Source: an optimization exercise on an open RTL-to-GDS flow (aim: small area, a short achievable clock period and few clock cycles). Production flows keep margins and buffers that such runs may drop. Where RTL was checked, it was by simulation tests only, not by an equivalence proof against the original. The RTL of runs 1 and 2 was laid out without a check of its function. No activity file was given, so power comes from the tool's default toggle rates.

`design/flow/design.v`:
```
package riscv_pkg;
    localparam logic [6:0] OP_R      = 7'b0110011;
    localparam logic [6:0] OP_I      = 7'b0010011;
    localparam logic [6:0] OP_LOAD   = 7'b0000011;
    localparam logic [6:0] OP_STORE  = 7'b0100011;
    localparam logic [6:0] OP_BRANCH = 7'b1100011;
    localparam logic [6:0] OP_SYSTEM = 7'b1110011;
    localparam logic [2:0] F3_ADD  = 3'b000;
    localparam logic [2:0] F3_SLT  = 3'b010;
    localparam logic [2:0] F3_OR   = 3'b110;
    localparam logic [2:0] F3_AND  = 3'b111;
    localparam logic [2:0] F3_BEQ  = 3'b000;
    localparam logic [2:0] F3_WORD = 3'b010;
    localparam logic [6:0] F7_BASE = 7'b0000000;
    localparam logic [6:0] F7_SUB  = 7'b0100000;
endpackage
import riscv_pkg::*;
module prefix_add #(
    parameter int W = 32
) (
    input  logic [W-1:0] a,
    input  logic [W-1:0] b,
    input  logic         ci,
    output logic [W-1:0] s
);
    logic [W-1:0] p, g, gg, pp, gn, pn;
    always_comb begin
        p  = a ^ b;
        g  = a & b;
        gg = g;
        gg[0] = g[0] | (p[0] & ci);
        pp = p;
        for (int d = 1; d < W; d = d * 2) begin
            gn = gg;
            pn = pp;
            for (int i = d; i < W; i++) begin
                gn[i] = gg[i] | (pp[i] & gg[i-d]);
                pn[i] = pp[i] & pp[i-d];
            end
            gg = gn;
            pp = pn;
        end
        s = p ^ {gg[W-2:0], ci};
    end
endmodule
module datapath_alu #(
    parameter int XLEN = 32
) (
    input  logic            sub_i,
    input  logic            and_i,
    input  logic            or_i,
    input  logic            slt_i,
    input  logic [XLEN-1:0] a_i,
    input  logic [XLEN-1:0] b_i,
    output logic [XLEN-1:0] y_o
);
    logic [XLEN-1:0] sum;
    logic            lt;
    prefix_add #(.W(XLEN)) u_add (
        .a  (a_i),
        .b  (sub_i ? ~b_i : b_i),
        .ci (sub_i),
        .s  (sum)
    );
    assign lt  = (a_i[XLEN-1] != b_i[XLEN-1]) ? a_i[XLEN-1] : sum[XLEN-1];
    assign y_o = and_i ? (a_i & b_i) :
                 or_i  ? (a_i | b_i) :
                 slt_i ? {{(XLEN-1){1'b0}}, lt} :
                         sum;
endmodule
import riscv_pkg::*;
module multicycle_datapath #(
    parameter int              XLEN     = 32,
    parameter int              NREG     = 32,
    parameter logic [XLEN-1:0] RESET_PC = '0
) (
    input  logic            clk,
    input  logic            reset,
    output logic            mem_req,
    output logic            mem_we,
    output logic [XLEN-1:0] mem_addr,
    output logic [XLEN-1:0] mem_wdata,
    input  logic            mem_ready,
    input  logic [XLEN-1:0] mem_rdata,
    output logic [XLEN-1:0] pc_out,
    output logic            retire,
    output logic            halted,
    output logic            illegal
);
    function automatic logic is_legal(input logic [6:0] opc, input logic [2:0] f3,
                                      input logic [6:0] f7);
        case (opc)
            OP_R:              is_legal = (f3 == F3_ADD && (f7 == F7_BASE || f7 == F7_SUB)) ||
                                          (f7 == F7_BASE && (f3 == F3_SLT || f3 == F3_OR || f3 == F3_AND));
            OP_I:              is_legal = f3 == F3_ADD || f3 == F3_OR || f3 == F3_AND;
            OP_LOAD, OP_STORE: is_legal = f3 == F3_WORD;
            OP_BRANCH:         is_legal = f3 == F3_BEQ;
            OP_SYSTEM:         is_legal = 1'b1;
            default:           is_legal = 1'b0;
        endcase
    endfunction
    localparam int RW = $clog2(NREG);
    logic            req_q, reqm_q, we_q;     
    logic            rpend_q;                 
    logic [XLEN-1:1] pc_f_q;                  
    logic            d_valid_q, d_pred_q;
    logic [31:0]     d_ir_q;
    logic            e_valid_q;
    logic [XLEN-1:1] e_pc_q;                  
    logic [XLEN-1:0] e_a_q, e_b_q;
    logic [11:0]     e_imm_q;                 
    logic [4:0]      e_rd_q, e_rs1_q, e_rs2_q;
    logic            e_use_imm_q, e_sub_q, e_and_q, e_or_q, e_slt_q;
    logic            e_wb_q, e_ld_q, e_st_q, e_br_q, e_pred_q, e_halt_q, e_ill_q;
    logic            m_valid_q, m_st_q;
    logic [XLEN-1:2] m_addr_q;
    logic [XLEN-1:0] m_wdata_q;
    logic [4:0]      m_rd_q;
    logic            retire_q, halted_q, illegal_q;
    logic [XLEN-1:1] pc_out_q;
    logic [XLEN-1:0] regs_q [1:NREG-1];
    logic [NREG-1:1] rv_q;                    
    logic hold, f_acc, m_acc;
    assign hold  = req_q && !mem_ready;       
    assign f_acc = req_q && !reqm_q && mem_ready;
    assign m_acc = req_q && reqm_q && mem_ready;
    logic [XLEN-1:0] alu_b, alu_y;
    logic [XLEN-1:1] e_pc4, e_pcb, e_npc, e_alt;
    logic            e_mem, e_eq, e_mis, e_stop, e_done, e_misp, e_takes_d, m_start;
    assign alu_b = e_use_imm_q ? {{(XLEN-12){e_imm_q[11]}}, e_imm_q} : e_b_q;
    datapath_alu #(.XLEN(XLEN)) u_alu (
        .sub_i (e_sub_q),
        .and_i (e_and_q),
        .or_i  (e_or_q),
        .slt_i (e_slt_q),
        .a_i   (e_a_q),
        .b_i   (alu_b),
        .y_o   (alu_y)
    );
    prefix_add #(.W(XLEN-1)) u_pcb (
        .a  (e_pc_q),
        .b  ({{(XLEN-13){e_imm_q[11]}}, e_imm_q}),
        .ci (1'b0),
        .s  (e_pcb)
    );
    assign e_pc4     = e_pc_q + 1'b1 + 1'b1;
    assign e_eq      = e_a_q == e_b_q;
    assign e_npc     = (e_br_q && e_eq) ? e_pcb : e_pc4;
    assign e_alt     = rpend_q ? e_pc_q : e_pred_q ? e_pc4 : e_pcb;
    assign e_mem     = e_ld_q | e_st_q;
    assign e_mis     = e_mem && (e_a_q[1:0] + e_imm_q[1:0]) != 2'b00;
    assign e_stop    = e_valid_q && !m_valid_q && (e_halt_q || e_mis);
    assign e_done    = e_valid_q && !m_valid_q && !e_halt_q && !e_mis;
    assign e_misp    = e_done && e_br_q && (e_eq != e_pred_q);
    assign e_takes_d = !m_valid_q && (!e_valid_q || e_done);
    assign m_start   = e_done && e_mem;
    logic            redirect, d_accept, d_load, halt_set, m_valid_n;
    logic [31:0]     w;
    logic            w_take, w_pred;
    logic [11:0]     w_lo;                    
    logic [XLEN-1:1] pc_f4;
    assign redirect = rpend_q || e_misp;
    assign d_accept = !d_valid_q || e_takes_d;
    assign d_load   = f_acc && !redirect && d_accept;
    assign pc_f4    = pc_f_q + 1'b1 + 1'b1;
    assign w      = mem_rdata[31:0];
    assign w_take = w[6:0] == OP_BRANCH && w[14:12] == F3_BEQ && (w[31] || w[19:15] == w[24:20]);
    prefix_add #(.W(12)) u_wlo (
        .a  (pc_f_q[12:1]),
        .b  ({w[31], w[7], w[30:25], w[11:8]}),
        .ci (1'b0),
        .s  (w_lo)
    );
    logic w_c11, w_cout;
    assign w_c11  = w_lo[11] ^ pc_f_q[12] ^ w[31];
    assign w_cout = (pc_f_q[12] && w[31]) || ((pc_f_q[12] ^ w[31]) && w_c11);
    assign w_pred = w_take && (w_cout == w[31]);
    assign halt_set  = e_stop && !hold;
    assign m_valid_n = (m_valid_q && !m_acc) || m_start;
    logic [6:0]      d_opc, d_f7;
    logic [2:0]      d_f3;
    logic [4:0]      d_rd, d_rs1, d_rs2;
    logic [XLEN-1:0] d_a, d_b, d_immb;
    logic            d_legal, d_is_r, d_is_i, d_is_ld, d_is_st, d_is_br, d_is_sys;
    assign d_opc = d_ir_q[6:0];
    assign d_rd  = d_ir_q[11:7];
    assign d_f3  = d_ir_q[14:12];
    assign d_rs1 = d_ir_q[19:15];
    assign d_rs2 = d_ir_q[24:20];
    assign d_f7  = d_ir_q[31:25];
    assign d_immb = {{(XLEN-13){d_ir_q[31]}}, d_ir_q[31], d_ir_q[7], d_ir_q[30:25],
                     d_ir_q[11:8], 1'b0};
    assign d_legal  = is_legal(d_opc, d_f3, d_f7);
    assign d_is_r   = d_opc == OP_R;
    assign d_is_i   = d_opc == OP_I;
    assign d_is_ld  = d_opc == OP_LOAD;
    assign d_is_st  = d_opc == OP_STORE;
    assign d_is_br  = d_opc == OP_BRANCH;
    assign d_is_sys = d_opc == OP_SYSTEM;
    logic [XLEN-1:0] rf_a, rf_b;
    always_comb begin
        rf_a = '0;
        rf_b = '0;
        for (int i = 1; i < NREG; i++) begin
            rf_a = rf_a | ({XLEN{d_rs1 == i[4:0] && rv_q[i]}} & regs_q[i]);
            rf_b = rf_b | ({XLEN{d_rs2 == i[4:0] && rv_q[i]}} & regs_q[i]);
        end
    end
    assign d_a = (e_valid_q && e_wb_q && e_rd_q == d_rs1) ? alu_y : rf_a;
    assign d_b = (e_valid_q && e_wb_q && e_rd_q == d_rs2) ? alu_y : rf_b;
    assign mem_req   = req_q;
    assign mem_we    = we_q;
    assign mem_addr  = reqm_q ? {m_addr_q, 2'b00} : {pc_f_q, 1'b0};
    assign mem_wdata = m_wdata_q;
    assign pc_out    = {pc_out_q, 1'b0};
    assign retire    = retire_q;
    assign halted    = halted_q;
    assign illegal   = illegal_q;
    always_ff @(posedge clk or negedge reset) begin
        if (!reset) begin
            req_q     <= 1'b0;
            reqm_q    <= 1'b0;
            we_q      <= 1'b0;
            rpend_q   <= 1'b0;
            pc_f_q    <= RESET_PC[XLEN-1:1];
            e_pc_q    <= RESET_PC[XLEN-1:1];
            d_valid_q <= 1'b0;
            e_valid_q <= 1'b0;
            m_valid_q <= 1'b0;
            retire_q  <= 1'b0;
            halted_q  <= 1'b0;
            illegal_q <= 1'b0;
        end else begin
            if (!hold) begin
                req_q  <= m_valid_n || !(halted_q || halt_set);
                reqm_q <= m_valid_n;
                we_q   <= m_valid_n && (m_valid_q ? m_st_q : e_st_q);
            end
            rpend_q   <= redirect && hold;
            if (redirect && !hold)
                pc_f_q <= e_alt;
            else if (d_load)
                pc_f_q <= w_pred ? {pc_f_q[XLEN-1:13], w_lo} : pc_f4;
            if (d_load)                d_valid_q <= 1'b1;
            else if (e_misp || e_takes_d) d_valid_q <= 1'b0;
            if (e_misp)                e_valid_q <= 1'b0;
            else if (e_takes_d)        e_valid_q <= d_valid_q;
            if (e_done)                e_pc_q    <= e_npc;
            m_valid_q <= m_valid_n;
            retire_q  <= e_done;
            if (halt_set) begin
                halted_q  <= 1'b1;
                illegal_q <= e_ill_q || e_mis;
            end
        end
    end
    always_ff @(posedge clk) begin
        pc_out_q <= e_pc_q;
        if (d_load) begin
            d_ir_q   <= w;
            d_pred_q <= w_pred;
        end
        if (e_takes_d && d_valid_q) begin
            e_a_q       <= d_a;
            e_b_q       <= d_b;
            e_imm_q     <= d_is_st ? {d_f7, d_rd} : d_is_br ? d_immb[12:1] : d_ir_q[31:20];
            e_rd_q      <= d_rd;
            e_rs1_q     <= d_rs1;
            e_rs2_q     <= d_rs2;
            e_use_imm_q <= !(d_is_r || d_is_br);
            e_sub_q     <= d_is_r && (d_f7 == F7_SUB || d_f3 == F3_SLT);
            e_and_q     <= (d_is_r || d_is_i) && d_f3 == F3_AND;
            e_or_q      <= (d_is_r || d_is_i) && d_f3 == F3_OR;
            e_slt_q     <= d_is_r && d_f3 == F3_SLT;
            e_wb_q      <= d_legal && (d_is_r || d_is_i) && d_rd != '0;
            e_ld_q      <= d_legal && d_is_ld;
            e_st_q      <= d_legal && d_is_st;
            e_br_q      <= d_legal && d_is_br;
            e_pred_q    <= d_pred_q;
            e_halt_q    <= !d_legal || d_is_sys;
            e_ill_q     <= !d_legal;
        end else if (m_acc && m_rd_q != '0) begin
            if (m_rd_q == e_rs1_q) e_a_q <= mem_rdata;
            if (m_rd_q == e_rs2_q) e_b_q <= mem_rdata;
        end
        if (!m_valid_q) begin
            m_st_q    <= e_st_q;
            m_addr_q  <= alu_y[XLEN-1:2];
            m_wdata_q <= e_b_q;
            m_rd_q    <= e_ld_q ? e_rd_q : '0;
        end
    end
    logic            rf_we;
    logic [4:0]      rf_wa;
    logic [XLEN-1:0] rf_wd;
    assign rf_we = m_valid_q ? (m_acc && m_rd_q != '0) : (e_valid_q && e_wb_q);
    assign rf_wa = m_valid_q ? m_rd_q : e_rd_q;
    assign rf_wd = m_valid_q ? mem_rdata : alu_y;
    always_ff @(posedge clk or negedge reset) begin
        if (!reset) rv_q <= '0;
        else if (rf_we) rv_q[rf_wa[RW-1:0]] <= 1'b1;
    end
    always_ff @(posedge clk) begin
        if (rf_we) regs_q[rf_wa[RW-1:0]] <= rf_wd;
    end
endmodule
```
`design/flow/run.sh`:
```
#!/bin/bash
# synth_recipe.tcl (not shown) runs the flow's synth.tcl, then flattens the netlist and writes it again
# the make line also repeats each setting of config.mk as NAME=value (left out here)
make -C /OpenROAD-flow-scripts/flow DESIGN_CONFIG=/design/flow/config.mk WORK_HOME=/design/flow/orfs CLKGATE_MAP_FILE= SYNTH_SCRIPT=/design/flow/synth_recipe.tcl finish
```
`design/flow/config.mk`:
```
export PLATFORM = sky130hd
export DESIGN_NAME = multicycle_datapath
export DESIGN_NICKNAME = multicycle_datapath
export VERILOG_FILES = /design/flow/design.v
export SDC_FILE = /design/flow/constraint.sdc
export NUM_CORES = 4
export LEC_CHECK = 0
export CAP_MARGIN = 20
export CORE_MARGIN = 2
export CORE_UTILIZATION = 50
export PLACE_DENSITY = 0.6
export SETUP_SLACK_MARGIN = 3
export SLEW_MARGIN = 20
export TNS_END_PERCENT = 100
```
`design/flow/constraint.sdc`:
```
create_clock -name core_clock -period 8.0 [get_ports {clk}]
set_input_delay 1.6000 -clock core_clock [delete_from_list [all_inputs] [get_ports {clk}]]
set_output_delay 1.6000 -clock core_clock [all_outputs]
set_load 0.01 [all_outputs]
```
==> results of run 1 <==
-- routing by layer --
metal | up-vias | share of wire [%] | GRT usage, %
met5 | - | 0.25 | 2.26
met3 | 2004 | 18 | 24.7
met1 | 26208 | 32 | 57.1
met2 | 6138 | 40 | 66.7
met4 | 38 | 9.8 | 33.9
li1 | 20376 | - | -
-- Yosys cell counts (7+ instances only) --
cell      instances  area share [%]
nor3b_1          12            0.14
a211oi_1         19            0.23
nand3_1         164             1.3
and2_1           26            0.26
o21a_1           19            0.23
nor4_1           38            0.38
a31oi_1          31            0.31
ha_1             88             1.8
nand2_1         253             1.5
nor3_1           86            0.69
xor2_1           48            0.67
a221o_1          29            0.46
a21boi_0          9            0.11
or2_2             7           0.070
or3_1            11            0.11
nor4b_1           8            0.11
o21ai_0         175             1.4
edfxtp_1       1195              57
dfxtp_1          32             1.0
dfrtp_1         103             4.1
a221oi_1        213             3.0
o21bai_1         21            0.25
and3_1          100             1.0
nand2b_1         16            0.16
a22oi_1         509             6.1
o31ai_1          14            0.17
a21oi_1         207             1.7
a21o_1           57            0.68
o221ai_1         10            0.14
xnor2_1         117             1.6
a222oi_1         64             1.0
nand4_1         138             1.4
nor2_1          213             1.3
mux2_2           49            0.88
clkbuf_1        321             1.9
mux2i_1          37            0.59
inv_1            74            0.44
o22ai_1          16            0.16
nor2b_1          23            0.23
a22o_1          202             2.8
buf_1            43            0.26
o211ai_1         25            0.30
-- flip-flops by register name, indices dropped and copies added (netlist names), 5 cells and up --
name	count
m_wdata_q	32
d_ir_q	32
rv_q	31
pc_out_q	31
e_rs1_q	5
regs_q	992
e_b_q	32
m_addr_q	30
e_rd_q	5
e_rs2_q	5
e_a_q	32
e_pc_q	31
pc_f_q	31
e_imm_q	12
m_rd_q	5
-- placed cells by master (no fill, tap or decap), types with 21 or more instances in the layout --
master,n
nor3_1,86
a31oi_1,31
dfrtp_1,102
a22oi_1,509
nand3_1,163
and2_1,26
o21ai_4,26
and3_1,42
o21ai_0,150
buf_4,204
nand2_1,251
a21oi_1,202
and3_2,55
edfxtp_1,1195
ha_1,88
a21o_1,57
clkbuf_16,147
diode_2,22
a222oi_1,64
nand4_1,138
nor4_1,36
mux2_2,48
a221oi_1,212
o21bai_1,21
a221o_1,29
nor2b_1,23
nor2_1,179
clkbuf_1,23
clkdlybuf4s50_1,131
o211ai_1,25
inv_1,71
mux2i_1,35
dfxtp_1,32
xnor2_1,117
xor2_1,48
clkinv_2,28
a22o_1,202
nor2_4,32
-- cell families (layout without fill, tap and decap cells) --
group	after synthesis	after routing	synth area share, %
muxes	86	87	1.47
buffers and inverters	450	684	2.75
and+or+nand+nor	1130	1131	9.15
DFF	1330	1330	62.5
other	1	24	0.00599
adders and majority gates	91	91	1.86
AOI/OAI and AO/OA	1677	1683	19.9
xor gates and xnor gates	166	166	2.35
-- final timing paths --
check	from	slack (ns)	to
max	mem_ready	2.92	regs_q[9][11]
min	e_pc_q[1]	0.48	pc_out_q[1]
max reg2reg	e_use_imm_q	3.13	regs_q[19][18]
min reg2reg	e_pc_q[1]	0.48	pc_out_q[1]
max in group asynchronous	reset	5.90	m_valid_q
min in group asynchronous	reset	0.81	e_pc_q[20]
-- power groups by stage --
stage | Sequential, mW | Combinational, mW | Clock (mW)
detailed placement | 9.98 | 5.09 | 0
global route | 9.88 | 5.80 | 6.89
global placement | 9.99 | 4.99 | 0
finish | 9.87 | 5.61 | 6.66
floorplan | 9.61 | 2.83 | 0
CTS | 9.84 | 5.17 | 6.62
-- layout make-up --
type / count / area (sq um)
Sequential cell: 1330 / 39100
Clock buffer: 174 / 3810
Timing Repair Buffer: 356 / 3260
Inverter: 78 / 309
Antenna cell: 22 / 55.1
Timing Repair inverter: 1 / 5.00
Fill cell: 10032 / 52100
Clock inverter: 75 / 732
Multi-Input combinational cell: 3160 / 22600
Tap cell: 1637 / 2050
-- critical path, stage by stage --
cell             delay, ns
clkdlybuf4s50_1       0.56
and3_1                0.26
o21ai_0               0.28
mux2i_1               0.71
nand2_1               0.64
nor2_4                0.91
buf_4                 0.54
-- repair_timing --
action	4_1_cts	5_1_grt
hold endpoints to repair	0	0
cloned	4	5
hold buffers	0	0
pin swaps	3	15
buffers inserted	1	31
setup endpoints to repair	501	622
gates resized for setup	11	17
-- stage by stage --
| step | hold WS, ns | util, % | area, sq um | instances | setup slack, ns |
|---|---|---|---|---|---|
| final | 0.477 | 58.0 | 71900 | 6833 | 2.92 |
| after global routing | 0.494 | 58.0 | 71900 | 6822 | 3.01 |
| after CTS | 0.469 | 57.5 | 71300 | 6772 | 3.01 |
| after detailed placement | 0.453 | 53.8 | 66600 | 6518 | 2.20 |
| after global placement | 0.456 | 53.6 | 66400 | 6511 | 2.15 |
| after floorplan | 0.372 | - | 62600 | 4932 | 2.19 |
==> metrics.yaml, run 1 <==
outcome: "finished clean"
ys.flop_type: "edfxtp_1"
cts_made_buffers: 140
drive_above_1_share_pct: 12.9
route.detailed.drc: 0
p_comb_share_pct: 25.3
htreeDepth: 4
avgSynthCellArea_sq_um: 12.7
grt_use_total_pct: 48.0
p_leak_nw: 24.6
vias_per_cell: 8.01
synth.distinct_cells: 94
fin_skew_ns: 0.0387
fin_crit_sh_pct: 63.5
cp_data_required_time_ns: 8.44
power.switching_mw: 7.50
grt_max_degree: 56
clkLatencyLatePin_ns: 0.82
grt_pass1_vias: 49732
hold_violations: 0
die_y_um: 358
slew_headroom_pct: 9.07
routedWlPerCell_um: 45.9
cts_tree: "done"
start_util_pct: 50.5
synth-seq-cells: 1330
setup_tns_ns: 0
period_needed_ns: 5.08
io_pins: 136
cap_violations: 0
syn_area_sq_um: 62600
async_flop_share_pct: 7.74
gp_congestion: 1.01
fp-row-count: 129
hp-class: "reg2reg"
critPathMaxFanout: 18
powerDensity_nw_per_um2: 308
cp.arrival_ns: 5.53
dr.pass1.iters: 15
critPathLaunchType: "input pin"
power.internal_mw: 14.6
yosys_warnings: 4
cts_root_buf: "clkbuf_16"
design.die.area_sq_um: 128000
clockBufferDepth: 3
io_buffers: 133
core-area_sq_um: 124000
fp.dieW_um: 358
drt-total-wl_um: 314000
finalPower_mw: 22.1
ir_drop_mv: 0.226
reg2regPathDepth: 14
dp_hpwl_um: 195000
grt_pass1_wl_um: 417000
drv_slew: 0
clkTransAtPathRegs_ns: 0.07
worst_pin_slew_ns: 1.36
rsz0062_at_grt: "no"
syn_inst: 4931
seq_power_share_pct: 44.6
pwr-share-clk_pct: 30.1
fmax_mhz: 197
nNetsFinal: 5193
synth-seq-area-share_pct: 62.5
grt_overflow: 0
postRouteAntennaNets: 0
setup.worst_path.end_class: "flip-flop"
syn2layout_area_growth_pct: 14.9
hold_path_depth: 0
num_vias: 54764
setup_violations: 0
swShare_pct: 33.9
drt_iter0_markers: 12799
crit_type: "in2reg"
synth_edf_count: 1195
antenna_found_initial: 30
clock-sinks: 1330
==> inputs of run 2 (changes only) <==
--- a/design/flow/config.mk
+++ b/design/flow/config.mk
@@ -7,8 +7,8 @@
 export LEC_CHECK = 0
 export CAP_MARGIN = 20
 export CORE_MARGIN = 2
-export CORE_UTILIZATION = 50
-export PLACE_DENSITY = 0.6
-export SETUP_SLACK_MARGIN = 3
+export CORE_UTILIZATION = 35
+export PLACE_DENSITY = 0.45
+export SETUP_SLACK_MARGIN = 5
 export SLEW_MARGIN = 20
 export TNS_END_PERCENT = 100
==> run 2 against run 1 <==
Compared with the run above: flip-flop and latch count stayed put; clock-buffer cell count up 25; via count grew 6.0%; final area rose by 15%; worst hold slack got worse by 0.056 ns; clock power grew 5.3%.
==> metrics.yaml, run 2 <==
avgSynthCellArea_sq_um: 12.7
nNetsFinal: 5700
r2r_end: "regs_q[21][30]"
syn_inst: 4931
cts_tree: "done"
vias_per_cell: 7.19
fmax_mhz: 230
start_util_pct: 35.1
grt_overflow: 0
synth_most_common_cell: "edfxtp_1"
grt_use_total_pct: 40.3
drt_iter0_markers: 11881
setup.worst_path.end_class: "flip-flop"
synth_edf_count: 1195
slew_headroom_pct: 12.1
final_common_cell: "edfxtp_1"
io_buffers: 133
hold_path_depth: 0
cp.arrival_ns: 4.87
crit_top_cell: "buf_6"
setup_tns_ns: 0
synth-seq-area-share_pct: 62.5
clkTransAtPathRegs_ns: 0.06
grt_max_degree: 58
antenna_found_initial: 33
async_flop_share_pct: 7.74
synth.distinct_cells: 94
crit_type: "reg2reg"
hold_violations: 0
fillers: 15808
syn_area_sq_um: 62600
route.detailed.drc: 0
io_pins: 136
drt-total-wl_um: 381000
utilization_pct: 46.6
cts_made_buffers: 150
synth-seq-cells: 1330
min_from: "d_pred_q"
reg2regPathDepth: 18
clockBufferDepth: 3
yosys.area.top_type_share_pct: 57.4
reg2reg_slack_ns: 3.65
critPathLaunchType: "flip-flop"
fp.dieW_um: 427
ys_top_cells_by_area: "edfxtp_1, a22oi_1, dfrtp_1"
crit_slowest_cell: "edfxtp_1"
path_cells: "buf_6 -> buf_6 -> buf_16 -> mux2i_4 -> xnor2_2 -> ha_1 -> o21a_1 -> o31a_1 -> o31a_1 -> o31a_4 -> a31oi_4 -> buf_6 -> o21ai_4 -> o311ai_4 -> mux2_4 -> nor2_4 -> buf_12 -> o21ai_4"
htreeDepth: 4
cp_data_required_time_ns: 8.52
dp_hpwl_um: 210000
grt_pass1_vias: 53130
period_needed_ns: 4.35
ir_drop_mv: 0.242
max_stage_delay_ns: 0.47
postRouteAntennaNets: 0
gp_congestion: 0.966
dr.pass1.iters: 12
critPathMaxFanout: 8
hp-class: "reg2reg"
clkLatencyLatePin_ns: 0.83
setup_violations: 0
design.die.area_sq_um: 182000
rsz0062_at_grt: "yes"
p_leak_nw: 29.0
core-area_sq_um: 178000
timing.hold.ws_ns: 0.421
clock-sinks: 1330
fp-row-count: 155
cap_violations: 0
drive_above_1_share_pct: 27.8
ys.flop_type: "edfxtp_1"
fin_skew_ns: 0.0367
die_y_um: 427
fin_crit_sh_pct: 54.4
yosys_warnings: 4
routedWlPerCell_um: 47.2
worst_pin_slew_ns: 1.31
outcome: "finished clean"
whs_endpoint: "e_pred_q"
syn2layout_area_growth_pct: 32.6
cts_root_buf: "clkbuf_16"
layout_common_cells: "edfxtp_1, a22oi_1, buf_4"
drv_slew: 0
largest_reg_flops: 992
powerDensity_nw_per_um2: 312
r2r_start: "e_use_imm_q"
num_vias: 58028
synth_top_area_cell: "edfxtp_1"
synth_commonest_cells: "edfxtp_1, a22oi_1, clkbuf_1"
grt_pass1_wl_um: 492000
run 2: cell counts after synthesis:
No cell type changed its count.
run 2: cells by family after synthesis:
family	synth area share, %
fa+ha+maj	1.86
xor+xnor	2.35
other cells	0.00599
compound gates	19.9
flops	62.5
buf+inv	2.75
mux	1.47
simple gates	9.15
run 2: metal layers:
layer	GRT usage (%)	vias up	part of all wire, %
li1	-	21519	-
met1	48.2	28972	34
met2	57.4	5755	41
met3	17.5	1756	15
met4	29.2	26	9.5
met5	0.767	-	0.068
run 2: power breakdown:
group	internal (mW)	total, mW	switching, mW	leakage [nW]
logic	3.64	8.96	5.32	14.1
registers	9.14	9.89	0.757	12.5
clock network	3.95	7.01	3.07	2.35
run 2: metrics by stage:
step | cells | setup slack (ns) | instance area [sq um] | total power, mW
2_1_floorplan | 4932 | 3.97 | 63700 | 12.8
3_3_place_gp | 7223 | 2.26 | 67900 | 15.4
5_1_grt | 8061 | 3.59 | 82900 | 26.4
6_report | 8076 | 3.65 | 82900 | 25.9
3_5_place_dp | 7225 | 2.34 | 68000 | 15.3
4_1_cts | 7930 | 3.73 | 80600 | 24.8
run 2: final cells by class:
type | count | area, sq um | area share (%)
Sequential cell | 1330 | 39100 | 47.1
Multi-Input combinational cell | 3196 | 26000 | 31.3
Timing Repair Buffer | 818 | 9660 | 11.7
Clock buffer | 199 | 4060 | 4.89
Tap cell | 2355 | 2950 | 3.55
Clock inverter | 73 | 766 | 0.923
Inverter | 78 | 373 | 0.450
Antenna cell | 27 | 67.6 | 0.0815
run 2: worst max-delay path by stage:
stage,to,startpoint,cells after the start
finish,regs_q[21][30],e_use_imm_q,18
global route,regs_q[2][30],e_use_imm_q,18
CTS,regs_q[3][30],e_use_imm_q,18
detailed placement,regs_q[7][28],e_use_imm_q,16
global placement,regs_q[21][22],e_use_imm_q,15
floorplan,regs_q[10][30],e_imm_q[11],17
run 2: what timing repair did:
action / in CTS / in global routing
gates resized for setup: 1171 / 245
endpoints found under the setup margin: 2395 / 1459
gates cloned: 60 / 18
pin swaps: 218 / 149
buffers inserted: 373 / 100
hold buffers: 0 / 0
run 2: worst max-delay path: cells and delay by family (launching register included):
kind,cells,cell delay (ns)
XOR/XNOR,1,0.17
adder cells (fa/ha/maj),1,0.35
AND/OR/NAND/NOR,1,0.17
flip-flops,1,0.47
buffers and inverters,5,0.69
AO/OA/AOI/OAI,8,1.61
multiplexers,2,0.55
==> inputs of run 3 (changes only) <==
--- a/design/flow/design.v
+++ b/design/flow/design.v
@@ -110,12 +110,16 @@
     logic [XLEN-1:0] e_a_q, e_b_q;
     logic [11:0]     e_imm_q;                 
     logic [4:0]      e_rd_q, e_rs1_q, e_rs2_q;
-    logic            e_use_imm_q, e_sub_q, e_and_q, e_or_q, e_slt_q;
+    logic            e_sel_imm_q, e_fwd_a_q, e_fwd_b_q;
+    logic            e_sub_q, e_and_q, e_or_q, e_slt_q;
     logic            e_wb_q, e_ld_q, e_st_q, e_br_q, e_pred_q, e_halt_q, e_ill_q;
     logic            m_valid_q, m_st_q;
     logic [XLEN-1:2] m_addr_q;
     logic [XLEN-1:0] m_wdata_q;
     logic [4:0]      m_rd_q;
+    logic            w_we_q;
+    logic [4:0]      w_rd_q;
+    logic [XLEN-1:0] w_q;
     logic            retire_q, halted_q, illegal_q;
     logic [XLEN-1:1] pc_out_q;
     logic [XLEN-1:0] regs_q [1:NREG-1];
@@ -124,16 +128,18 @@
     assign hold  = req_q && !mem_ready;       
     assign f_acc = req_q && !reqm_q && mem_ready;
     assign m_acc = req_q && reqm_q && mem_ready;
-    logic [XLEN-1:0] alu_b, alu_y;
+    logic [XLEN-1:0] op_a, op_r2, alu_b, alu_y;
     logic [XLEN-1:1] e_pc4, e_pcb, e_npc, e_alt;
     logic            e_mem, e_eq, e_mis, e_stop, e_done, e_misp, e_takes_d, m_start;
-    assign alu_b = e_use_imm_q ? {{(XLEN-12){e_imm_q[11]}}, e_imm_q} : e_b_q;
+    assign op_a  = e_fwd_a_q ? w_q : e_a_q;
+    assign op_r2 = e_fwd_b_q ? w_q : e_b_q;
+    assign alu_b = e_sel_imm_q ? {{(XLEN-12){e_imm_q[11]}}, e_imm_q} : op_r2;
     datapath_alu #(.XLEN(XLEN)) u_alu (
         .sub_i (e_sub_q),
         .and_i (e_and_q),
         .or_i  (e_or_q),
         .slt_i (e_slt_q),
-        .a_i   (e_a_q),
+        .a_i   (op_a),
         .b_i   (alu_b),
         .y_o   (alu_y)
     );
@@ -144,11 +150,11 @@
         .s  (e_pcb)
     );
     assign e_pc4     = e_pc_q + 1'b1 + 1'b1;
-    assign e_eq      = e_a_q == e_b_q;
+    assign e_eq      = op_a == op_r2;
     assign e_npc     = (e_br_q && e_eq) ? e_pcb : e_pc4;
     assign e_alt     = rpend_q ? e_pc_q : e_pred_q ? e_pc4 : e_pcb;
     assign e_mem     = e_ld_q | e_st_q;
-    assign e_mis     = e_mem && (e_a_q[1:0] + e_imm_q[1:0]) != 2'b00;
+    assign e_mis     = e_mem && (op_a[1:0] + e_imm_q[1:0]) != 2'b00;
     assign e_stop    = e_valid_q && !m_valid_q && (e_halt_q || e_mis);
     assign e_done    = e_valid_q && !m_valid_q && !e_halt_q && !e_mis;
     assign e_misp    = e_done && e_br_q && (e_eq != e_pred_q);
@@ -206,8 +212,8 @@
             rf_b = rf_b | ({XLEN{d_rs2 == i[4:0] && rv_q[i]}} & regs_q[i]);
         end
     end
-    assign d_a = (e_valid_q && e_wb_q && e_rd_q == d_rs1) ? alu_y : rf_a;
-    assign d_b = (e_valid_q && e_wb_q && e_rd_q == d_rs2) ? alu_y : rf_b;
+    assign d_a = (w_we_q && w_rd_q == d_rs1) ? w_q : rf_a;
+    assign d_b = (w_we_q && w_rd_q == d_rs2) ? w_q : rf_b;
     assign mem_req   = req_q;
     assign mem_we    = we_q;
     assign mem_addr  = reqm_q ? {m_addr_q, 2'b00} : {pc_f_q, 1'b0};
@@ -227,6 +233,7 @@
             d_valid_q <= 1'b0;
             e_valid_q <= 1'b0;
             m_valid_q <= 1'b0;
+            w_we_q    <= 1'b0;
             retire_q  <= 1'b0;
             halted_q  <= 1'b0;
             illegal_q <= 1'b0;
@@ -247,6 +254,7 @@
             else if (e_takes_d)        e_valid_q <= d_valid_q;
             if (e_done)                e_pc_q    <= e_npc;
             m_valid_q <= m_valid_n;
+            w_we_q    <= e_done && e_wb_q;
             retire_q  <= e_done;
             if (halt_set) begin
                 halted_q  <= 1'b1;
@@ -256,6 +264,8 @@
     end
     always_ff @(posedge clk) begin
         pc_out_q <= e_pc_q;
+        w_q      <= alu_y;
+        w_rd_q   <= e_rd_q;
         if (d_load) begin
             d_ir_q   <= w;
             d_pred_q <= w_pred;
@@ -267,7 +277,9 @@
             e_rd_q      <= d_rd;
             e_rs1_q     <= d_rs1;
             e_rs2_q     <= d_rs2;
-            e_use_imm_q <= !(d_is_r || d_is_br);
+            e_sel_imm_q <= !(d_is_r || d_is_br);
+            e_fwd_a_q   <= e_valid_q && e_wb_q && e_rd_q == d_rs1;
+            e_fwd_b_q   <= e_valid_q && e_wb_q && e_rd_q == d_rs2;
             e_sub_q     <= d_is_r && (d_f7 == F7_SUB || d_f3 == F3_SLT);
             e_and_q     <= (d_is_r || d_is_i) && d_f3 == F3_AND;
             e_or_q      <= (d_is_r || d_is_i) && d_f3 == F3_OR;
@@ -286,16 +298,16 @@
         if (!m_valid_q) begin
             m_st_q    <= e_st_q;
             m_addr_q  <= alu_y[XLEN-1:2];
-            m_wdata_q <= e_b_q;
+            m_wdata_q <= op_r2;
             m_rd_q    <= e_ld_q ? e_rd_q : '0;
         end
     end
     logic            rf_we;
     logic [4:0]      rf_wa;
     logic [XLEN-1:0] rf_wd;
-    assign rf_we = m_valid_q ? (m_acc && m_rd_q != '0) : (e_valid_q && e_wb_q);
-    assign rf_wa = m_valid_q ? m_rd_q : e_rd_q;
-    assign rf_wd = m_valid_q ? mem_rdata : alu_y;
+    assign rf_we = m_valid_q ? (m_acc && m_rd_q != '0) : w_we_q;
+    assign rf_wa = m_valid_q ? m_rd_q : w_rd_q;
+    assign rf_wd = m_valid_q ? mem_rdata : w_q;
     always_ff @(posedge clk or negedge reset) begin
         if (!reset) rv_q <= '0;
         else if (rf_we) rv_q[rf_wa[RW-1:0]] <= 1'b1;
--- a/design/flow/config.mk
+++ b/design/flow/config.mk
@@ -8,6 +8,8 @@
 export CAP_MARGIN = 20
 export CORE_MARGIN = 2
 export CORE_UTILIZATION = 35
+export CTS_CLUSTER_DIAMETER = 80
+export CTS_CLUSTER_SIZE = 40
 export PLACE_DENSITY = 0.45
 export SETUP_SLACK_MARGIN = 5
 export SLEW_MARGIN = 20
==> run 3 against run 2 <==
Compared with the run above: core utilization is 0.056 points lower; power is 2.3% lower; setup slack better by 0.24 ns; critical path depth is 1 lower; cell count is 1.9% higher; synthesized cell count is 3.0% higher; first-iteration DRC count is 7.0% lower; critical path type unchanged; largest cell class unchanged.
==> metrics.yaml, run 3 <==
gp_congestion: 0.898
async_flop_share_pct: 7.59
dp_cells: 7431
start_util_pct: 35.3
synth-seq-cells: 1370
cap_violations: 0
max_stage_delay_ns: 0.38
setup_violations: 0
io_buffers: 133
critPathMaxFanout: 6
critPathLaunchType: "flip-flop"
num_vias: 57470
syn_inst: 5079
final_common_cell: "edfxtp_1"
syn2layout_area_growth_pct: 31.7
worst_pin_slew_ns: 1.06
ys.flop_type: "edfxtp_1"
min_from: "d_ir_q[31]"
yosys_warnings: 4
drt-total-wl_um: 368000
die_y_um: 434
grt_use_total_pct: 37.3
io_pins: 136
r2r_start: "e_fwd_b_q"
cts_made_buffers: 93
synth_most_common_cell: "edfxtp_1"
largest_reg_flops: 992
design.die.area_sq_um: 189000
setup.worst_path.end_class: "flip-flop"
synth-seq-area-share_pct: 61.6
fmax_mhz: 243
cts_root_buf: "clkbuf_16"
clock-sinks: 1370
hold_violations: 0
clkLatencyLatePin_ns: 0.82
period_needed_ns: 4.12
drv_slew: 0
yosys.area.top_type_share_pct: 55.4
ir_drop_mv: 0.200
routedWlPerCell_um: 44.7
clockBufferDepth: 3
grt_max_degree: 63
core-area_sq_um: 183000
grt_pass1_vias: 53082
fp.dieW_um: 434
dr.pass1.iters: 17
htreeDepth: 3
syn_area_sq_um: 64800
crit_top_cell: "a21oi_2"
cp_data_required_time_ns: 8.49
ctsHoldBuffers: 0
slew_headroom_pct: 28.9
vias_per_cell: 6.99
cp.arrival_ns: 4.61
layout_common_cells: "edfxtp_1, buf_4, a22o_1"
synth_commonest_cells: "edfxtp_1, clkbuf_1, a221oi_1"
avgSynthCellArea_sq_um: 12.8
cts_tree: "done"
powerDensity_nw_per_um2: 296
route.detailed.drc: 0
fin_cells: 8227
synth_edf_count: 1197
synth.distinct_cells: 83
antenna_found_initial: 14
drt_iter0_markers: 11051
drive_above_1_share_pct: 31.9
fp-row-count: 157
synth_top_area_cell: "edfxtp_1"
fin_crit_sh_pct: 51.4
fin_skew_ns: 0.0662
setup_tns_ns: 0
clkTransAtPathRegs_ns: 0.10
hp-class: "reg2reg"
dp_hpwl_um: 195000
outcome: "finished clean"
p_leak_nw: 29.9
finalPower_mw: 25.3
nNetsFinal: 5800
crit_type: "reg2reg"
rsz0062_at_grt: "yes"
startpoint: "e_fwd_b_q"
crit_slowest_cell: "a221o_1"
ys_top_cells_by_area: "edfxtp_1, a221oi_1, a22o_1"
grt_pass1_wl_um: 476000
grt_overflow: 0
path_cells: "buf_6 -> buf_12 -> mux2i_4 -> a21o_1 -> nor2_2 -> a21oi_2 -> fa_2 -> nor2b_4 -> o31a_1 -> o2111ai_4 -> a21oi_4 -> or2_4 -> a221o_1 -> a21o_1 -> a21oi_2 -> xor2_2 -> a21oi_2"
postRouteAntennaNets: 0
run 3: worst paths after layout:
check / end / slack [ns] / depth (start not counted)
setup / recovery: m_addr_q[20] / 3.88 / 17
hold / removal: e_imm_q[11] / 0.47 / 0
setup reg to reg: m_addr_q[20] / 3.88 / 17
hold reg to reg: e_imm_q[11] / 0.47 / 0
max in group asynchronous: m_valid_q / 5.79 / 2
min in group asynchronous: e_pc_q[17] / 0.86 / 1
run 3: logic make-up (layout without fill, tap and decap cells):
logic type      after synthesis  in the layout  share of synthesized area (%)
mux                         169            169                           2.83
buf+inv                     499           1141                           2.96
flops                      1370           1370                           61.6
xor+xnor                    207            207                           2.80
other cells                   1             10                        0.00578
fa+ha+maj                    92             92                           1.81
simple gates               1061           1094                           8.73
compound gates             1680           1680                           19.3
run 3: repair_timing:
item / CTS / global route
gates cloned: 61 / 24
endpoints found under the setup margin: 1451 / 729
resized for setup: 1256 / 571
pin swaps: 246 / 267
endpoints found under the hold margin: 0 / 0
setup buffers: 403 / 124
run 3: layout make-up:
type | instances | area [sq um]
Antenna cell | 8 | 20.0
Clock buffer | 99 | 2400
Clock inverter | 77 | 1050
Fill cell | 16271 | 98100
Inverter | 105 | 459
Multi-Input combinational cell | 3244 | 28000
Sequential cell | 1370 | 39900
Tap cell | 2464 | 3080
Timing Repair Buffer | 851 | 10300
Timing Repair inverter | 9 | 129
run 3: worst max-delay path, delay by kind of cell, from the launching register on:
family | cells | cell delay (ns)
AOI/OAI and AO/OA | 9 | 1.96
xor gates and xnor gates | 1 | 0.21
adders and majority gates | 1 | 0.28
buffers and inverters | 2 | 0.33
DFF | 1 | 0.35
muxes | 1 | 0.30
and+or+nand+nor | 3 | 0.38
run 3: where the power goes:
part / total (mW) / internal (mW) / switching, mW
logic: 9.21 / 3.70 / 5.52
clock network: 5.63 / 2.46 / 3.17
registers: 10.4 / 9.46 / 0.980
run 3: layer usage:
layer,track usage [%],wire length [um]
met5,1.02,420
met4,25.4,32200
met3,13.3,50300
met2,55.7,157000
met1,44.9,128000
run 3: stage by stage:
| step | hold slack (ns) | setup WS (ns) | instance area (sq um) | util [%] |
|---|---|---|---|---|
| CTS | 0.473 | 3.90 | 81700 | 44.5 |
| global route | 0.489 | 3.80 | 85400 | 46.5 |
| global placement | 0.443 | 2.27 | 69600 | 38.0 |
| detailed placement | 0.446 | 2.24 | 69700 | 38.0 |
| floorplan | 0.358 | 3.90 | 65700 | - |
| finish | 0.468 | 3.88 | 85400 | 46.5 |
Testbench counts of run 3, summed over its fixed seeds: cycles 45,162.
==> inputs of run 4 (changes only) <==
--- a/design/flow/config.mk
+++ b/design/flow/config.mk
@@ -8,8 +8,6 @@
 export CAP_MARGIN = 20
 export CORE_MARGIN = 2
 export CORE_UTILIZATION = 35
-export CTS_CLUSTER_DIAMETER = 80
-export CTS_CLUSTER_SIZE = 40
 export PLACE_DENSITY = 0.45
 export SETUP_SLACK_MARGIN = 5
 export SLEW_MARGIN = 20
==> run 4 against run 3 <==
Compared with the run above: critical endpoint unchanged; fmax decreased by 0.54%; via count decreased by 0.27%; setup slack got worse by 0.022 ns; combinational power increased by 0.5%; routed wire length decreased by 1.5%; largest power group unchanged; die area unchanged.
==> metrics.yaml, run 4 <==
syn2layout_area_growth_pct: 30.1
grt_overflow: 0
reg2regPathDepth: 17
period_needed_ns: 4.14
rsz0062_at_grt: "yes"
design.die.area_sq_um: 189000
cap_violations: 0
cp_data_required_time_ns: 8.57
die_y_um: 434
yosys_warnings: 4
crit_slowest_cell: "o31a_1"
final_common_cell: "edfxtp_1"
dr.pass1.iters: 9
grt_pass1_wl_um: 473000
fillers: 16335
vias_per_cell: 6.97
io_pins: 136
fp-row-count: 157
nNetsFinal: 5762
setup_tns_ns: 0
largest_reg_flops: 992
cts_made_buffers: 155
reg2reg_slack_ns: 3.86
worst_slack_ns: 3.86
syn_inst: 5079
drt_iter0_markers: 10904
outcome: "finished clean"
post-place-ws_ns: 2.24
synth_edf_count: 1197
clkTransAtPathRegs_ns: 0.06
core-area_sq_um: 183000
powerDensity_nw_per_um2: 316
yosys.area.top_type_share_pct: 55.4
clkLatencyLatePin_ns: 0.85
ir_drop_mv: 0.203
gp_congestion: 0.898
routedWlPerCell_um: 44.0
cts_tree: "done"
drive_above_1_share_pct: 28.9
grt_pass1_vias: 53496
start_util_pct: 35.3
grt_max_degree: 63
async_flop_share_pct: 7.59
grt_use_total_pct: 37.1
synth-seq-area-share_pct: 61.6
hold_violations: 0
layout_common_cells: "edfxtp_1, a22o_1, a221oi_1"
setup_violations: 0
critPathLaunchType: "flip-flop"
critPathMaxFanout: 6
synth_top_area_cell: "edfxtp_1"
hp-class: "reg2reg"
io_buffers: 133
cts_root_buf: "clkbuf_16"
fin_skew_ns: 0.0616
fmax_mhz: 242
route.detailed.drc: 0
ys_top_cells_by_area: "edfxtp_1, a221oi_1, a22o_1"
p_leak_nw: 29.4
clockBufferDepth: 3
fp.dieW_um: 434
syn_area_sq_um: 64800
synth.distinct_cells: 83
synth_commonest_cells: "edfxtp_1, clkbuf_1, a221oi_1"
drt-total-wl_um: 362000
worst_pin_slew_ns: 1.05
setup.worst_path.end_class: "flip-flop"
synth-seq-cells: 1370
hold_path_depth: 1
ys.flop_type: "edfxtp_1"
crit_type: "reg2reg"
num_vias: 57314
cp.arrival_ns: 4.71
clock-sinks: 1370
avgSynthCellArea_sq_um: 12.8
synth_most_common_cell: "edfxtp_1"
postRouteAntennaNets: 0
fin_crit_sh_pct: 51.7
htreeDepth: 4
max_stage_delay_ns: 0.37
dp_hpwl_um: 195000
path_cells: "buf_6 -> buf_12 -> mux2i_4 -> a21o_1 -> nor2_2 -> a21oi_2 -> fa_2 -> nor2b_4 -> o31a_1 -> o2111ai_4 -> a21oi_4 -> or2_4 -> a221o_1 -> a21o_1 -> a21oi_2 -> xor2_2 -> a21oi_2"
drv_slew: 0
slew_headroom_pct: 30.1
crit_top_cell: "a21oi_2"
antenna_found_initial: 13
-- run 4: changes by cell type in the layout (fill, tap and decap cells not counted), sizes merged, moves of 4 or more --
cell	delta
clkbuf	+106
clkinv	+32
inv	-39
diode	+4
dlygate4sd2	-28
buf	-77
-- run 4: metal layers --
layer | part of all wire, % | global-route usage (%) | vias to the layer above
li1 | - | - | 21870
met2 | 43 | 55.2 | 5226
met5 | 0.17 | 0.564 | -
met4 | 8.7 | 26.0 | 22
met3 | 13 | 13.3 | 1521
met1 | 35 | 44.6 | 28675
-- run 4: where the power goes --
part | switching, mW | internal [mW] | total [mW]
sequential | 0.979 | 9.47 | 10.5
combinational | 5.52 | 3.74 | 9.26
clock | 3.17 | 3.79 | 6.96
total | 9.67 | 17.0 | 26.7
-- run 4: worst paths after layout --
path	endpoint	startpoint
hold / removal	m_st_q	m_st_q
max in group asynchronous	req_q	reset
hold reg to reg	m_st_q	m_st_q
min in group asynchronous	e_pc_q[17]	reset
setup / recovery	m_addr_q[20]	e_fwd_b_q
setup reg to reg	m_addr_q[20]	e_fwd_b_q
-- run 4: critical path, delay by kind of cell, from the launching register on --
| family | cells | cell delay (ns) |
|---|---|---|
| AND/OR/NAND/NOR | 3 | 0.38 |
| XOR/XNOR | 1 | 0.21 |
| buffers and inverters | 2 | 0.34 |
| flip-flops | 1 | 0.36 |
| AO/OA/AOI/OAI | 9 | 1.95 |
| adder cells (fa/ha/maj) | 1 | 0.30 |
| multiplexers | 1 | 0.30 |
-- run 4: cells by family after synthesis --
group                      count (synthesis)  share of synthesized area (%)
adders and majority gates                 92                           1.81
xor gates and xnor gates                 207                           2.80
AOI/OAI and AO/OA                       1680                           19.3
muxes                                    169                           2.83
DFF                                     1370                           61.6
buffers and inverters                    499                           2.96
and+or+nand+nor                         1061                           8.73
other                                      1                        0.00578
-- run 4: area by class of cell --
| class | count | area [sq um] | area share [%] |
|---|---|---|---|
| clock buffers | 200 | 4120 | 4.89 |
| diodes | 12 | 30.0 | 0.0356 |
| flip-flops and latches | 1370 | 39900 | 47.4 |
| clock inverters | 72 | 653 | 0.775 |
| inverters | 105 | 464 | 0.550 |
| well taps | 2464 | 3080 | 3.66 |
| repair buffers | 752 | 8760 | 10.4 |
| multi-input cells | 3243 | 27100 | 32.2 |
| repair inverters | 9 | 133 | 0.157 |
-- run 4: what timing repair did --
item                       in CTS  in global routing
buffers inserted              338                 90
setup endpoints to repair    1445                830
gates cloned                   68                 16
gates resized for setup      1239                371
hold buffers                    0                  0
pin swaps                     190                141
-- run 4: per-stage QoR --
step | instance area (sq um) | instances | total power [mW] | util [%] | hold slack, ns
after floorplan | 65700 | 5080 | 14.0 | - | 0.358
after global placement | 69600 | 7431 | 16.9 | 38.0 | 0.443
after detailed placement | 69700 | 7431 | 16.9 | 38.0 | 0.446
after CTS | 82000 | 8109 | 25.6 | 44.7 | 0.477
after global routing | 84300 | 8217 | 27.4 | 45.9 | 0.491
final | 84300 | 8227 | 26.7 | 46.0 | 0.474
==> inputs of run 5 (changes only) <==
--- a/design/flow/design.v
+++ b/design/flow/design.v
@@ -52,7 +52,8 @@
     input  logic            slt_i,
     input  logic [XLEN-1:0] a_i,
     input  logic [XLEN-1:0] b_i,
-    output logic [XLEN-1:0] y_o
+    output logic [XLEN-1:0] y_o,
+    output logic [XLEN-1:0] sum_o
 );
     logic [XLEN-1:0] sum;
     logic            lt;
@@ -62,6 +63,7 @@
         .ci (sub_i),
         .s  (sum)
     );
+    assign sum_o = sum;
     assign lt  = (a_i[XLEN-1] != b_i[XLEN-1]) ? a_i[XLEN-1] : sum[XLEN-1];
     assign y_o = and_i ? (a_i & b_i) :
                  or_i  ? (a_i | b_i) :
@@ -123,12 +125,12 @@
     logic            retire_q, halted_q, illegal_q;
     logic [XLEN-1:1] pc_out_q;
     logic [XLEN-1:0] regs_q [1:NREG-1];
-    logic [NREG-1:1] rv_q;                    
+    logic            run_q;                   
     logic hold, f_acc, m_acc;
     assign hold  = req_q && !mem_ready;       
     assign f_acc = req_q && !reqm_q && mem_ready;
     assign m_acc = req_q && reqm_q && mem_ready;
-    logic [XLEN-1:0] op_a, op_r2, alu_b, alu_y;
+    logic [XLEN-1:0] op_a, op_r2, alu_b, alu_y, alu_sum;
     logic [XLEN-1:1] e_pc4, e_pcb, e_npc, e_alt;
     logic            e_mem, e_eq, e_mis, e_stop, e_done, e_misp, e_takes_d, m_start;
     assign op_a  = e_fwd_a_q ? w_q : e_a_q;
@@ -141,7 +143,8 @@
         .slt_i (e_slt_q),
         .a_i   (op_a),
         .b_i   (alu_b),
-        .y_o   (alu_y)
+        .y_o   (alu_y),
+        .sum_o (alu_sum)
     );
     prefix_add #(.W(XLEN-1)) u_pcb (
         .a  (e_pc_q),
@@ -150,7 +153,8 @@
         .s  (e_pcb)
     );
     assign e_pc4     = e_pc_q + 1'b1 + 1'b1;
-    assign e_eq      = op_a == op_r2;
+    assign e_eq      = e_fwd_a_q ? (e_fwd_b_q || w_q == e_b_q) :
+                       e_fwd_b_q ? e_a_q == w_q : e_a_q == e_b_q;
     assign e_npc     = (e_br_q && e_eq) ? e_pcb : e_pc4;
     assign e_alt     = rpend_q ? e_pc_q : e_pred_q ? e_pc4 : e_pcb;
     assign e_mem     = e_ld_q | e_st_q;
@@ -208,8 +212,8 @@
         rf_a = '0;
         rf_b = '0;
         for (int i = 1; i < NREG; i++) begin
-            rf_a = rf_a | ({XLEN{d_rs1 == i[4:0] && rv_q[i]}} & regs_q[i]);
-            rf_b = rf_b | ({XLEN{d_rs2 == i[4:0] && rv_q[i]}} & regs_q[i]);
+            rf_a = rf_a | ({XLEN{d_rs1 == i[4:0]}} & regs_q[i]);
+            rf_b = rf_b | ({XLEN{d_rs2 == i[4:0]}} & regs_q[i]);
         end
     end
     assign d_a = (w_we_q && w_rd_q == d_rs1) ? w_q : rf_a;
@@ -297,7 +301,7 @@
         end
         if (!m_valid_q) begin
             m_st_q    <= e_st_q;
-            m_addr_q  <= alu_y[XLEN-1:2];
+            m_addr_q  <= alu_sum[XLEN-1:2];
             m_wdata_q <= op_r2;
             m_rd_q    <= e_ld_q ? e_rd_q : '0;
         end
@@ -309,10 +313,11 @@
     assign rf_wa = m_valid_q ? m_rd_q : w_rd_q;
     assign rf_wd = m_valid_q ? mem_rdata : w_q;
     always_ff @(posedge clk or negedge reset) begin
-        if (!reset) rv_q <= '0;
-        else if (rf_we) rv_q[rf_wa[RW-1:0]] <= 1'b1;
+        if (!reset) run_q <= 1'b0;
+        else        run_q <= 1'b1;
     end
     always_ff @(posedge clk) begin
-        if (rf_we) regs_q[rf_wa[RW-1:0]] <= rf_wd;
+        for (int i = 1; i < NREG; i++)
+            if (!run_q || (rf_we && rf_wa == i[4:0])) regs_q[i] <= run_q ? rf_wd : '0;
     end
 endmodule
--- a/design/flow/config.mk
+++ b/design/flow/config.mk
@@ -11,4 +11,4 @@
 export PLACE_DENSITY = 0.45
 export SETUP_SLACK_MARGIN = 5
 export SLEW_MARGIN = 20
-export TNS_END_PERCENT = 100
+export TNS_END_PERCENT = 0
==> run 5 against run 4 <==
Compared with the run above: core utilization decreased by 3.1 points; synthesized cell count fell by 2.7%; still clean; die area fell by 2.8%; fmax rose by 2.4%; area after synthesis shrank 2.9%; combinational power decreased by 2.4%; via count down 5.0%; clock-buffer cell count down 20; critical path depth fell by 10; setup slack improved by 0.095 ns.
==> metrics.yaml, run 5 <==
outcome: "finished clean"
fin_skew_ns: 0.0544
gp_congestion: 0.970
dp_hpwl_um: 212000
synth-seq-cells: 1340
postRouteAntennaNets: 0
ctsHoldBuffers: 0
start_util_pct: 35.3
grt_pass1_vias: 51014
final_common_cell: "edfxtp_1"
r2r_start: "d_ir_q[24]"
reg2reg_slack_ns: 3.96
synth_commonest_cells: "edfxtp_1, a22oi_1, clkbuf_1"
slew_headroom_pct: 24.7
clock-sinks: 1340
ir_drop_mv: 0.151
routedWlPerCell_um: 44.2
ys_top_cells_by_area: "edfxtp_1, a22oi_1, a221oi_1"
cp_data_required_time_ns: 8.66
setup.worst_path.end_class: "flip-flop"
drive_above_1_share_pct: 18.2
critPathMaxFanout: 20
synth_most_common_cell: "edfxtp_1"
htreeDepth: 4
clkTransAtPathRegs_ns: 0.06
synth_edf_count: 1197
hold_violations: 0
core-area_sq_um: 179000
power.switching_mw: 10.9
io_buffers: 133
setup_violations: 0
grt_max_degree: 68
synth-seq-area-share_pct: 62.2
syn_inst: 4940
layout_common_cells: "edfxtp_1, a22oi_1, buf_4"
fin_crit_sh_pct: 50.5
async_flop_share_pct: 5.52
p_leak_nw: 26.9
fin_area_sq_um: 76500
seq_power_share_pct: 42.1
hp-class: "reg2reg"
nNetsFinal: 5387
pwr-share-clk_pct: 25.9
io_pins: 136
fillers: 16333
grt_pass1_wl_um: 455000
crit_type: "reg2reg"
fp.dieW_um: 428
rsz0062_at_grt: "yes"
syn2layout_area_growth_pct: 21.5
syn_area_sq_um: 63000
clockBufferDepth: 3
fmax_mhz: 247
worst_pin_slew_ns: 1.13
antenna_found_initial: 18
fp-row-count: 155
avgSynthCellArea_sq_um: 12.7
powerDensity_nw_per_um2: 369
synth_top_area_cell: "edfxtp_1"
reg2regPathDepth: 7
grt_overflow: 0
die_y_um: 428
post_dp_cell_area_sq_um: 68700
power.internal_mw: 17.3
r2r_end: "e_b_q[21]"
critPathLaunchType: "flip-flop"
route.detailed.drc: 0
yosys_warnings: 5
cts_tree: "done"
largest_reg_flops: 992
drv_slew: 0
cap_violations: 0
drt_iter0_markers: 11298
yosys.area.top_type_share_pct: 57.1
swShare_pct: 38.6
design.die.area_sq_um: 183000
p_comb_share_pct: 32.0
num_vias: 54429
cts_made_buffers: 153
clkLatencyLatePin_ns: 0.84
setup_tns_ns: 0
grt_use_total_pct: 36.2
dr.pass1.iters: 16
finalPower_mw: 28.2
cts_root_buf: "clkbuf_16"
cp-endpoint: "e_b_q[21]"
vias_per_cell: 7.00
synth.distinct_cells: 88
startpoint: "d_ir_q[24]"
drt-total-wl_um: 343000
cp.arrival_ns: 4.70
period_needed_ns: 4.04
ys.flop_type: "edfxtp_1"
-- run 5: layer usage --
metal | global-route usage (%) | routed length (um) | vias up | share of wire [%]
met3 | 14.3 | 47300 | 1439 | 14
met4 | 21.0 | 24900 | 22 | 7.3
met2 | 53.4 | 146000 | 5102 | 42
li1 | - | - | 20781 | -
met5 | 0.572 | 690 | - | 0.20
met1 | 44.9 | 125000 | 27085 | 36
-- run 5: cells by family (layout without fill, tap and decap cells) --
logic type | Yosys count | in the layout | share of synthesized area, %
other | 2 | 19 | 0.0119
buffers and inverters | 414 | 871 | 2.57
XOR/XNOR | 205 | 205 | 2.85
AND/OR/NAND/NOR | 1069 | 1074 | 8.36
multiplexers | 173 | 173 | 3.03
adder cells (fa/ha/maj) | 79 | 79 | 1.61
flip-flops | 1340 | 1340 | 62.2
AO/OA/AOI/OAI | 1658 | 1658 | 19.4
-- run 5: worst min-delay path by stage --
stage	startpoint	endpoint	slack [ns]	cells past startpoint
3_5_place_dp	d_pred_q	e_pred_q	0.41	0
4_1_cts	e_pc_q[1]	pc_out_q[1]	0.45	0
2_1_floorplan	e_pc_q[21]	pc_out_q[21]	0.37	0
6_report	d_pred_q	e_pred_q	0.45	0
3_3_place_gp	d_pred_q	e_pred_q	0.45	0
5_1_grt	e_pc_q[1]	pc_out_q[1]	0.46	0
-- run 5: per-stage QoR --
step	utilization, %	worst slack (ns)	hold WS, ns	std cells
CTS	42.7	4.27	0.447	7753
finish	42.8	3.96	0.450	7774
global route	42.8	4.06	0.462	7759
floorplan	-	4.05	0.372	4941
detailed placement	38.5	2.58	0.411	7311
global placement	38.4	2.62	0.453	7306
-- run 5: repair_timing --
item / CTS / global route
gates resized for setup: 328 / 17
endpoints found under the hold margin: 0 / 0
buffers inserted: 143 / 5
cloned: 14 / 0
pin swaps: 119 / 9
endpoints found under the setup margin: 1519 / 1421
-- run 5: area by class of cell --
class	instances	area, sq um	share of cell area (%)
Antenna cell	16	40.0	0.0523
Tap cell	2355	2950	3.85
Timing Repair Buffer	498	4570	5.98
Clock inverter	105	1190	1.55
Clock buffer	180	3940	5.15
Multi-Input combinational cell	3192	24200	31.7
Inverter	86	352	0.460
Timing Repair inverter	2	17.5	0.0229
Sequential cell	1340	39200	51.2
-- run 5: power by group through the flow --
stage          combinational, mW  clock (mW)  sequential (mW)
6_report                    9.04        7.32             11.9
5_1_grt                     9.43        7.62             11.9
4_1_cts                     8.70        7.35             11.8
3_5_place_dp                7.88           0             11.9
3_3_place_gp                7.88           0             11.9
2_1_floorplan               4.37           0             11.0
-- run 5: critical path: stages, from the launching register on --
cell and delay, ns:
edfxtp_1 0.64, or3b_2 0.68, nor2_4 0.82, buf_4 0.64
a222oi_1 0.23, nand4_1 0.34, o22ai_2 0.23, o21ai_0 0.23
Testbench counts of run 5, summed over its fixed seeds: cycles 45,162.
==> inputs of run 6 (changes only) <==
--- a/design/flow/config.mk
+++ b/design/flow/config.mk
@@ -11,4 +11,4 @@
 export PLACE_DENSITY = 0.45
 export SETUP_SLACK_MARGIN = 5
 export SLEW_MARGIN = 20
-export TNS_END_PERCENT = 0
+export TNS_END_PERCENT = 5
==> run 6 against run 5 <==
Compared with the run above: fmax rose by 1.8%; combinational power rose by 2%; worst hold slack got worse by 0.0027 ns; synthesized cell count did not move; clock power barely moved; sequential power barely moved; routed wire length rose by 0.82%; global-route usage rose by 0.17 points; setup slack improved by 0.072 ns; area after synthesis did not move; sequential share of layout area fell by 0.80 points; highest routed layer unchanged; register-to-register slack improved by 0.07 ns; still clean; critical endpoint is now e_a_q[2].
==> metrics.yaml, run 6 <==
synth-seq-area-share_pct: 62.2
synth_edf_count: 1197
grt_pass1_wl_um: 457000
nNetsFinal: 5463
async_flop_share_pct: 5.52
synth_most_common_cell: "edfxtp_1"
clkLatencyLatePin_ns: 0.84
drive_above_1_share_pct: 19.9
yosys.area.top_type_share_pct: 57.1
clkTransAtPathRegs_ns: 0.07
drt_iter0_markers: 9643
p_leak_nw: 27.5
synth_commonest_cells: "edfxtp_1, a22oi_1, clkbuf_1"
largest_reg_flops: 992
outcome: "finished clean"
slew_headroom_pct: 19.4
routedWlPerCell_um: 44.1
clock-sinks: 1340
dr.pass1.iters: 13
drv_slew: 0
dp_hpwl_um: 205000
ys.flop_type: "edfxtp_1"
ir_drop_mv: 0.193
fp.dieW_um: 428
grt_pass1_vias: 50790
cts_tree: "done"
postRouteAntennaNets: 0
worst_pin_slew_ns: 1.21
fp-row-count: 155
swShare_pct: 38.1
io_buffers: 133
seq_power_share_pct: 41.9
fin_crit_sh_pct: 49.6
setup_tns_ns: 0
grt_use_total_pct: 36.4
final_common_cell: "edfxtp_1"
rsz0062_at_grt: "yes"
cts_root_buf: "clkbuf_16"
cp.arrival_ns: 4.48
core-area_sq_um: 179000
cp_data_required_time_ns: 8.51
gp_congestion: 0.923
fillers: 16283
die_y_um: 428
crit_type: "reg2reg"
io_pins: 136
power.switching_mw: 10.8
synth-seq-cells: 1340
design.die.area_sq_um: 183000
route.detailed.drc: 0
cap_violations: 0
clockBufferDepth: 3
critPathMaxFanout: 17
drt-total-wl_um: 346000
syn_area_sq_um: 63000
hp-class: "reg2reg"
pwr-share-clk_pct: 25.7
fin_skew_ns: 0.0451
cts_made_buffers: 152
period_needed_ns: 3.97
ctsHoldBuffers: 0
fmax_mhz: 252
synth.distinct_cells: 88
syn_inst: 4940
powerDensity_nw_per_um2: 365
vias_per_cell: 6.95
syn2layout_area_growth_pct: 23.4
htreeDepth: 4
power.internal_mw: 17.6
antenna_found_initial: 19
setup_violations: 0
yosys_warnings: 5
ys_top_cells_by_area: "edfxtp_1, a22oi_1, a221oi_1"
hold_violations: 0
avgSynthCellArea_sq_um: 12.7
setup.worst_path.end_class: "flip-flop"
synth_top_area_cell: "edfxtp_1"
critPathLaunchType: "flip-flop"
num_vias: 54513
p_comb_share_pct: 32.4
grt_max_degree: 88
utilization_pct: 43.5
grt_overflow: 0
layout_common_cells: "edfxtp_1, a22oi_1, buf_4"
start_util_pct: 35.3
## run 6: cell counts after synthesis
Identical to the previous run, type by type.
## run 6: power groups by stage
stage | sequential (mW) | clock [mW] | combinational (mW)
3_5_place_dp | 11.9 | 0 | 7.72
5_1_grt | 12.0 | 7.60 | 9.61
4_1_cts | 11.8 | 7.32 | 8.56
6_report | 11.9 | 7.30 | 9.18
2_1_floorplan | 11.0 | 0 | 4.38
3_3_place_gp | 12.0 | 0 | 7.74
## run 6: path summary, 6_finish.rpt
kind / from / endpoint / depth (start not counted) / slack (ns)
worst min-delay path: d_ir_q[31] / e_imm_q[11] / 0 / 0.45
worst max-delay path: d_ir_q[16] / e_a_q[2] / 11 / 4.03
min in group asynchronous: reset / e_pc_q[21] / 1 / 0.65
worst min register to register: d_ir_q[31] / e_imm_q[11] / 0 / 0.45
worst max register to register: d_ir_q[16] / e_a_q[2] / 11 / 4.03
max in group asynchronous: reset / run_q / 2 / 6.08
## run 6: stage by stage
step                worst slack [ns]  hold slack (ns)  power [mW]  std cells  cell area [sq um]
finish                          4.03            0.447        28.4       7844              77700
global route                    4.05            0.455        29.2       7831              77700
CTS                             4.23            0.446        27.7       7763              76600
detailed placement              2.70            0.426        19.6       7304              68700
global placement                2.63            0.412        19.7       7302              68600
floorplan                       4.05            0.372        15.4       4941              63300
## run 6: kinds of logic (layout without fill, tap and decap cells)
family,count (synthesis),count (layout),share of synthesized area (%)
mux,173,173,3.03
other cells,2,17,0.0119
simple gates,1069,1073,8.36
buf+inv,414,944,2.57
flops,1340,1340,62.2
xor+xnor,205,205,2.85
fa+ha+maj,79,79,1.61
compound gates,1658,1658,19.4
## run 6: per-layer routing
layer / global-route usage, % / vias to the layer above / part of all wire [%]
met5: 1.17 / - / 0.15
met4: 21.6 / 26 / 7.5
met3: 13.9 / 1378 / 14
met2: 53.9 / 4956 / 42
met1: 45.0 / 27206 / 36
li1: - / 20947 / -
## run 6: area by class of cell
cell class / count / area, sq um / share of cell area (%)
Timing Repair inverter: 1 / 8.76 / 0.0113
Timing Repair Buffer: 577 / 5540 / 7.13
Clock buffer: 191 / 4080 / 5.25
Sequential cell: 1340 / 39200 / 50.4
Antenna cell: 14 / 35.0 / 0.0451
Tap cell: 2355 / 2950 / 3.79
Inverter: 86 / 352 / 0.452
Multi-Input combinational cell: 3191 / 24500 / 31.6
Clock inverter: 89 / 1010 / 1.30
## run 6: timing repair
action,CTS,global route
setup endpoints to repair,1589,1452
endpoints found under the hold margin,0,0
buffers inserted,165,65
pin swaps,102,56
resized for setup,385,143
gates cloned,14,2
## run 6: critical path: stages, from the launching register on
cell,delay (ns)
edfxtp_1,0.58
nand2b_4,0.37
nor2_4,0.06
buf_4,0.27
buf_4,0.36
a22o_1,0.30
a221oi_1,0.47
nand3_1,0.14
nor2_1,0.14
nand4_1,0.11
o22ai_1,0.59
o21ai_0,0.23

-- separate check: timing with driven ports --
Ports are ideal in the flow. The routed layouts listed here were re-timed in OpenROAD. Step 1 sets driving cells, clkbuf_16 on the clock port and buf_2 on the other inputs (assumed; they add their load-dependent delay and slew). Step 2 also shifts input and output timing later by t, the mid clock arrival at the registers, as if the neighbouring blocks saw the same clock. a / b / c = ideal ports / drivers / drivers and shift; a / b = the first two.
| run | t (ns) | setup WS [ns] | worst setup path after step 2 |
|---|---|---|---|
| run 1 | 0.881 | 2.918 / 2.965 / 2.084 | input to register |
| run 2 | 0.895 | 3.646 / 3.646 / 3.529 | input to register |
| run 3 | 0.883 | 3.884 / 3.884 / 3.505 | input to register |
| run 4 | 0.910 | 3.862 / 3.862 / 3.399 | input to register |
| run 5 | 0.905 | 3.958 / 3.958 / 3.192 | input to register |
| run 6 | 0.907 | 4.029 / 4.029 / 3.539 | input to register |
After both steps setup and hold are still met in every run listed. The setup slack of run 1, which loses most, moves by +0.047 ns with the drivers and by -0.834 ns with both steps.
